Source: an optimization exercise on an open RTL-to-GDS flow (aim: small area, a short achievable clock period and few clock cycles per item). Production flows keep margins and buffers that such runs may drop. RTL that was checked went through simulation tests only; none was proved equivalent to the original. Power and IR drop assume default switching activity.

// accumulator_pingpong_bank
module accumulator_pingpong_bank #(
  parameter int ROWS      = 4,
  parameter int COLS      = 4,
  parameter int IN_WIDTH  = 16,
  parameter int ACC_WIDTH = 32,
  parameter int SATURATE  = 1
) (
  input  logic                                     clk_i,
  input  logic                                     reset_n_i,
  input  logic                                     in_valid_i,
  output logic                                     in_ready_o,
  input  logic                                     in_last_i,
  input  logic [ROWS-1:0][COLS-1:0][IN_WIDTH-1:0]  in_data_i,
  output logic                                     out_valid_o,
  input  logic                                     out_ready_i,
  output logic [COLS-1:0][ACC_WIDTH-1:0]           out_data_o,
  output logic [$clog2(ROWS)-1:0]                  out_row_o,
  output logic                                     out_last_o,
  output logic                                     out_overflow_o
);
Size in the first run: ~5000 cells after synthesis, roughly 770 flip-flops, ~400 I/O pins, ~47000 um2 of cells after synthesis.
make LEC_CHECK=0 CAP_MARGIN=20 CORE_MARGIN=2 CORE_UTILIZATION=60 SETUP_SLACK_MARGIN=4.5 SLEW_MARGIN=20 SYNTH_HIERARCHICAL=1 SYNTH_MINIMUM_KEEP_SIZE=0 finish   # period 7.0 ns
run.sh (not shown) runs the stock make flow with config.mk's settings and CLKGATE_MAP_FILE= SYNTH_SCRIPT=/design/flow/synth_recipe.tcl, a recipe that flattens the netlist after the stock synthesis.
The starting point completed without violations.
Testbench counts at the start, summed over its fixed seeds: cycles 9,667, beats 6,772.
Rerun with:
Settings changed: CORE_UTILIZATION 60 to 45, CTS_BUF_LIST from default to sky130_fd_sc_hd__clkbuf_8.
Outcome: Setup slack gets worse by 150 ps. Area after synthesis is unchanged. Cell area is about the same. Clock power came out lower by a few percent. Power falls by a few percent. Die area came out higher by a quarter to a third. Global-route usage falls by 7.6 points. Wire length climbs slightly. Maximum frequency came out lower by a few percent. Sequential share of layout area barely changes.
Rerun with:
==> flow/flow/run.sh (new file) <==
#!/bin/bash
# Standard layout, but the port buffers are the smallest buffer cell.
set -e
export BUFFER_PORTS_ARGS="-buffer_cell sky130_fd_sc_hd__buf_1"
bash standard.sh > standard.log 2>&1
==> flow/standard.sh (new file) <==
#!/bin/bash
# synth_recipe.tcl (not shown) runs the flow's synth.tcl, then flattens the netlist and writes it again
# the make line also repeats each setting of config.mk as NAME=value (left out here)
make -C /OpenROAD-flow-scripts/flow DESIGN_CONFIG=/design/flow/config.mk WORK_HOME=/design/flow/orfs CLKGATE_MAP_FILE= SYNTH_SCRIPT=/design/flow/synth_recipe.tcl "${@:-finish}"
Settings changed: CTS_BUF_LIST sky130_fd_sc_hd__clkbuf_8 to default.
removed: flow/run.sh
Worst setup slack improved by 110 ps; hold slack improved by 8.2 ps; total power shrinks slightly; flip-flop and latch count does not change.
Rerun with:
==> flow/run.sh (new file) <==
#!/bin/bash
# synth_recipe.tcl (not shown) runs the flow's synth.tcl, then flattens the netlist and writes it again
# the make line also repeats each setting of config.mk as NAME=value (left out here)
make -C /OpenROAD-flow-scripts/flow DESIGN_CONFIG=/design/flow/config.mk WORK_HOME=/design/flow/orfs CLKGATE_MAP_FILE= SYNTH_SCRIPT=/design/flow/synth_recipe.tcl finish
removed: flow/flow/run.sh
removed: flow/standard.sh
After rerunning: The changed run finished clean. Global-route usage went up by 0.59 points. Cell count went up by 0.79%. Core utilization went up by 2.8 points. Clock power went up by 5.7%. Worst setup slack gets better by 26 ps. Design area went up by 5.1%.


accumulator_pingpong_bank, a different RTL version from the one above (not shown whole).
For scale: roughly 780 flip-flops, about 47000 um^2 of cells after synthesis.
export LEC_CHECK = 0
export CAP_MARGIN = 20
export CORE_MARGIN = 2
export CORE_UTILIZATION = 45
export SETUP_SLACK_MARGIN = 4.2
export SLEW_MARGIN = 20
export SYNTH_HIERARCHICAL = 1
export SYNTH_MINIMUM_KEEP_SIZE = 0
create_clock -name core_clock -period 7.0 [get_ports {clk_i}]
Stock flow here: none of the scripts above is used.
The baseline completed without violations.
Then changed:
--- a/flow/config.mk
+++ b/flow/config.mk
@@ -11 +11 @@
-export SETUP_SLACK_MARGIN = 4.2
+export SETUP_SLACK_MARGIN = 4.5
The changed run ran to the end with no violations. Utilization is higher by 4.7 points. Cell area is higher by a little under a tenth. Combinational power is higher by about a fifth. Die area is unchanged. Total power is higher by a few percent.
Then changed:
==> flow/flow/run.sh (new file) <==
#!/bin/bash
# Standard layout, but the port buffers are the smallest buffer cell.
set -e
export BUFFER_PORTS_ARGS="-buffer_cell sky130_fd_sc_hd__buf_1"
bash standard.sh > standard.log 2>&1
==> flow/standard.sh (new file) <==
#!/bin/bash
# synth_recipe.tcl (not shown) runs the flow's synth.tcl, then flattens the netlist and writes it again
# the make line also repeats each setting of config.mk as NAME=value (left out here)
make -C /OpenROAD-flow-scripts/flow DESIGN_CONFIG=/design/flow/config.mk WORK_HOME=/design/flow/orfs CLKGATE_MAP_FILE= SYNTH_SCRIPT=/design/flow/synth_recipe.tcl "${@:-finish}"
--- a/flow/config.mk
+++ b/flow/config.mk
@@ -11 +11 @@
-export SETUP_SLACK_MARGIN = 4.5
+export SETUP_SLACK_MARGIN = 4.2
removed: flow/run.sh
Result: The new run completed with no timing, DRC or antenna violations. Routed wire length drops by roughly a tenth. Count of clock-buffer cells in the layout climbs by 7. Area after synthesis stays the same. First-iteration DRC count increases slightly. Via count falls by a few percent. Combinational power is lower by a quarter to a third.
Then changed:
==> flow/run.sh (new file) <==
#!/bin/bash
# synth_recipe.tcl (not shown) runs the flow's synth.tcl, then flattens the netlist and writes it again
# the make line also repeats each setting of config.mk as NAME=value (left out here)
make -C /OpenROAD-flow-scripts/flow DESIGN_CONFIG=/design/flow/config.mk WORK_HOME=/design/flow/orfs CLKGATE_MAP_FILE= SYNTH_SCRIPT=/design/flow/synth_recipe.tcl finish
--- a/flow/config.mk
+++ b/flow/config.mk
@@ -11 +11 @@
-export SETUP_SLACK_MARGIN = 4.2
+export SETUP_SLACK_MARGIN = 4.0
removed: flow/flow/run.sh
removed: flow/standard.sh
After rerunning: The new run completed without violations. Synthesized cell count is unchanged. Cell count is lower by 0.36%. Clock-buffer cell count is lower by 7. Setup slack gets worse by 0.31 ns.
Then changed:
--- a/flow/config.mk
+++ b/flow/config.mk
@@ -11 +11 @@
-export SETUP_SLACK_MARGIN = 4.0
+export SETUP_SLACK_MARGIN = 3.7
Effect:
- critical path depth does not change
- routed wire length shrinks by 0.69%
- global-route usage barely changes
- via count stays flat
- combinational power hardly moves
- area after synthesis stays the same
Function was not checked in any run of this note: the RTL went through the layout flow alone.


accumulator_pingpong_bank, a different RTL version from the one above (not shown whole).
For scale: roughly 5100 cells after synthesis, about 400 I/O pins.
clock: 7.0 ns
lec_check: 0
cap_margin: 20
core_margin: 2
core_utilization: 45
cts_cluster_diameter: 80
cts_cluster_size: 30
setup_slack_margin: 4.3
slew_margin: 20
synth_hierarchical: 1
synth_minimum_keep_size: 0
tns_end_percent: 20
standard.sh (not shown) runs the stock make flow with config.mk's settings and CLKGATE_MAP_FILE= SYNTH_SCRIPT=/design/flow/synth_recipe.tcl, a recipe that flattens the netlist after the stock synthesis.
==> flow/flow/run.sh <==
#!/bin/bash
# Standard layout, but the port buffers are the smallest buffer cell.
set -e
export BUFFER_PORTS_ARGS="-buffer_cell sky130_fd_sc_hd__buf_1"
bash standard.sh > standard.log 2>&1
The baseline produced a clean layout.
Testbench counts at the start, summed over its fixed seeds: cycles 9,667, beats 6,772.
==> next run, changes <==
- CTS_CLUSTER_DIAMETER: 80 -> not set
- CTS_CLUSTER_SIZE: 30 -> not set
- SETUP_SLACK_MARGIN: 4.3 -> 4.2
- TNS_END_PERCENT: 20 -> not set
Non-clock buffer count shrinks by 6.
Final cell count climbs by about 1.2%.
Sequential power barely changes.
Worst setup slack improves by 130 ps.
Synthesized area does not change.
Worst hold slack improved by 6.1 ps.
Design area went up by about 4%.
Sequential share of layout area went down by 1.0 points.
Critical path depth falls by 1.
Wire length is higher by about 0.5%.
Total power goes up by about 23%.
==> next run, changes <==
- CORE_UTILIZATION: 45 -> 60
- CTS_CLUSTER_DIAMETER: not set -> 80
- CTS_CLUSTER_SIZE: not set -> 30
- SETUP_SLACK_MARGIN: 4.2 -> 4.3
Setup slack improved by 70 ps.
Wire length went down by a few percent.
Synthesized cell count is unchanged.
Die area went down by a quarter to a third.
Total power went down by about a fifth.
Design area went down by a few percent.
Fmax went up by a few percent.
Count of clock-buffer cells in the layout went down by 83.
Combinational power stays flat.
Cell count went down by a few percent.
==> next run, changes <==
- CORE_UTILIZATION: 60 -> 45
- CTS_CLUSTER_DIAMETER: 80 -> 70
- CTS_CLUSTER_SIZE: 30 -> 25
The new run finished clean. Routed wire length rose by a few percent. Power rose by roughly a tenth. Sequential power barely changes. Worst setup slack gains 15 ps. Cell area rose by a few percent. Worst hold slack gains 7.4 ps. Final cell count rose by a few percent. Non-clock buffer count rose by 12.


Setup of lane 1:
accumulator_pingpong_bank again, from the RTL that the note above started with.
// accumulator_pingpong_bank
module accumulator_pingpong_bank #(
  parameter int ROWS      = 4,
  parameter int COLS      = 4,
  parameter int IN_WIDTH  = 16,
  parameter int ACC_WIDTH = 32,
  parameter int SATURATE  = 1
) (
  input  logic                                     clk_i,
  input  logic                                     reset_n_i,
  input  logic                                     in_valid_i,
  output logic                                     in_ready_o,
  input  logic                                     in_last_i,
  input  logic [ROWS-1:0][COLS-1:0][IN_WIDTH-1:0]  in_data_i,
  output logic                                     out_valid_o,
  input  logic                                     out_ready_i,
  output logic [COLS-1:0][ACC_WIDTH-1:0]           out_data_o,
  output logic [$clog2(ROWS)-1:0]                  out_row_o,
  output logic                                     out_last_o,
  output logic                                     out_overflow_o
);
Settings: LEC_CHECK=0, CAP_MARGIN=20, CORE_MARGIN=2, CORE_UTILIZATION=45, CTS_CLUSTER_DIAMETER=80, CTS_CLUSTER_SIZE=30, SETUP_SLACK_MARGIN=4.4, SLEW_MARGIN=20, SYNTH_HIERARCHICAL=1, SYNTH_MINIMUM_KEEP_SIZE=0; clock period 7.0 ns.
Scripts as last shown in full above: flow/flow/run.sh
Lane 1: full flow OK, the timing, DRC and antenna checks passed
Testbench counts of lane 1, summed over its fixed seeds: cycles 9,667, beats 6,772.
The following lists how lane 4 was set up differently from lane 1:
- removing CTS_CLUSTER_SIZE (formerly 30)
- changing SETUP_SLACK_MARGIN from 4.4 to 4.3
- removing CTS_CLUSTER_DIAMETER (formerly 80)
==> comparison <==
- Summary of lane 4 over lane 1: met3 routing resource usage after global routing neither gained nor lost much, post-detailed-route wirelength per cell barely changed, final hold violation count stayed essentially flat.
- Compared with lane 1, lane 4 improves setup clock skew after layout.
- Count of distinct cell types in the synthesized netlist came out exactly the same in lane 1 and lane 4.
- The post-placement setup slack number comes out lower for lane 4 vs lane 1.


Starting RTL as in the previous note.
==> flow/design.v (excerpt) <==
module accumulator_pingpong_bank #(
  parameter int ROWS      = 4,
  parameter int COLS      = 4,
  parameter int IN_WIDTH  = 16,
  parameter int ACC_WIDTH = 32,
  parameter int SATURATE  = 1
) (
  input  logic                                     clk_i,
  input  logic                                     reset_n_i,
  input  logic                                     in_valid_i,
  output logic                                     in_ready_o,
  input  logic                                     in_last_i,
  input  logic [ROWS-1:0][COLS-1:0][IN_WIDTH-1:0]  in_data_i,
  output logic                                     out_valid_o,
  input  logic                                     out_ready_i,
  output logic [COLS-1:0][ACC_WIDTH-1:0]           out_data_o,
  output logic [$clog2(ROWS)-1:0]                  out_row_o,
  output logic                                     out_last_o,
  output logic                                     out_overflow_o
);
==> flow/config.mk <==
export PLATFORM = sky130hd
export DESIGN_NAME = accumulator_pingpong_bank
export DESIGN_NICKNAME = accumulator_pingpong_bank
export VERILOG_FILES = /design/flow/design.v
export SDC_FILE = /design/flow/constraint.sdc
export NUM_CORES = 4
export LEC_CHECK = 0
export CAP_MARGIN = 20
export CORE_MARGIN = 2
export CORE_UTILIZATION = 45
export CTS_CLUSTER_DIAMETER = 80
export CTS_CLUSTER_SIZE = 30
export SETUP_SLACK_MARGIN = 4.2
export SLEW_MARGIN = 20
export SYNTH_HIERARCHICAL = 1
export SYNTH_MINIMUM_KEEP_SIZE = 0
==> flow/constraint.sdc <==
create_clock -name core_clock -period 7.0 [get_ports {clk_i}]
set_input_delay 1.4000 -clock core_clock [delete_from_list [all_inputs] [get_ports {clk_i}]]
set_output_delay 1.4000 -clock core_clock [all_outputs]
set_load 0.01 [all_outputs]
Scripts as last shown in full above: flow/flow/run.sh
The starting point passed the timing, DRC and antenna checks.
Testbench counts at the start, summed over its fixed seeds: cycles 9,667, beats 6,772.
Rerun with:
--- a/flow/config.mk
+++ b/flow/config.mk
@@ -9,7 +9,5 @@
 export CORE_MARGIN = 2
 export CORE_UTILIZATION = 45
-export CTS_CLUSTER_DIAMETER = 80
-export CTS_CLUSTER_SIZE = 30
-export SETUP_SLACK_MARGIN = 4.2
+export SETUP_SLACK_MARGIN = 4.5
 export SLEW_MARGIN = 20
 export SYNTH_HIERARCHICAL = 1
The new run finished clean.
Utilization rose by 7.0 points.
Worst setup slack is better by 80 ps.
Clock power rises by about 54%.
Sequential power is about the same.
Routed wire length is higher by about 8%.
Rerun with:
--- a/flow/config.mk
+++ b/flow/config.mk
@@ -9,5 +9,7 @@
 export CORE_MARGIN = 2
 export CORE_UTILIZATION = 45
-export SETUP_SLACK_MARGIN = 4.5
+export CTS_CLUSTER_DIAMETER = 80
+export CTS_CLUSTER_SIZE = 30
+export SETUP_SLACK_MARGIN = 4.3
 export SLEW_MARGIN = 20
 export SYNTH_HIERARCHICAL = 1
Result:
- count of clock-buffer cells in the layout is lower by 79
- non-clock buffer count is lower by 239
- global-route usage is lower by 1.2 points
- power is lower by 17%
- clock skew is higher by 16 ps
- flip-flop and latch count stays the same
- hold slack improves by 15 ps
- first-iteration DRC count is higher by 3.0%
- clock power is lower by 36%
- setup slack improves by 12 ps

==> what the ideal ports hide <==
Ports are ideal in the flow. The routed layouts listed here were re-timed in OpenROAD. Step 1 assumes that a clkbuf_16 drives the clock port and a buf_2 every other input. Step 2 times the ports against the registers' clock, not the clock port: input delays grow and output delays shrink by t, the midpoint of the rising clock arrivals with the driver on. Three values: no drivers, after step 1, after step 2; two values: the first two.
run | t, ns | setup slack, ns | hold slack, ns | slew at the worst register clock pin (ns) | worst data-port slew with drivers (ns)
the first run of note 1 | 0.708 | 4.279 / 4.206 / 3.805 | 0.468 / 0.468 / 0.468 | 0.06 / 0.06 | 0.15
the second run of note 1 | 0.867 | 4.129 / 4.060 / 3.676 | 0.464 / 0.464 / 0.464 | 0.06 / 0.06 | 0.14
the third run of note 1 | 0.715 | 4.240 / 4.169 / 3.576 | 0.472 / 0.472 / 0.472 | 0.06 / 0.06 | 0.14
the fourth run of note 1 | 0.736 | 4.266 / 4.195 / 3.722 | 0.470 / 0.470 / 0.470 | 0.06 / 0.06 | 0.15
the first run of note 2 | 0.724 | 4.214 / 4.142 / 3.567 | 0.473 / 0.473 / 0.473 | 0.06 / 0.06 | 0.19
the second run of note 2 | 0.730 | 4.381 / 4.319 / 3.798 | 0.473 / 0.473 / 0.473 | 0.06 / 0.06 | 0.20
the third run of note 2 | 0.734 | 4.264 / 4.193 / 3.664 | 0.471 / 0.471 / 0.471 | 0.06 / 0.06 | 0.16
the fourth run of note 2 | 0.724 | 3.951 / 3.881 / 3.365 | 0.474 / 0.474 / 0.474 | 0.06 / 0.06 | 0.19
the fifth run of note 2 | 0.725 | 3.740 / 3.668 / 3.291 | 0.478 / 0.478 / 0.478 | 0.06 / 0.06 | 0.19
the first run of note 3 | 0.710 | 4.144 / 4.077 / 3.629 | 0.470 / 0.470 / 0.470 | 0.11 / 0.11 | 0.14
the second run of note 3 | 0.722 | 4.272 / 4.208 / 3.728 | 0.476 / 0.476 / 0.476 | 0.06 / 0.06 | 0.17
the third run of note 3 | 0.682 | 4.342 / 4.272 / 3.721 | 0.473 / 0.473 / 0.473 | 0.11 / 0.11 | 0.13
the fourth run of note 3 | 0.702 | 4.357 / 4.294 / 3.813 | 0.480 / 0.480 / 0.480 | 0.10 / 0.10 | 0.12
lane 1 | 0.732 | 4.354 / 4.285 / 3.820 | 0.467 / 0.467 / 0.467 | 0.11 / 0.11 | 0.12
lane 4 | 0.713 | 4.353 / 4.286 / 3.797 | 0.473 / 0.473 / 0.473 | 0.06 / 0.06 | 0.11
the first run of note 5 | 0.726 | 4.254 / 4.190 / 3.682 | 0.469 / 0.469 / 0.469 | 0.12 / 0.12 | 0.18
the second run of note 5 | 0.726 | 4.334 / 4.313 / 3.880 | 0.461 / 0.461 / 0.461 | 0.07 / 0.07 | 0.13
the third run of note 5 | 0.725 | 4.346 / 4.276 / 3.828 | 0.477 / 0.477 / 0.477 | 0.11 / 0.11 | 0.11
After both steps every run listed still meets setup and hold. For the third run of note 1, which loses most, drivers alone change the setup slack by -0.071 ns; drivers and shift together by -0.664 ns.
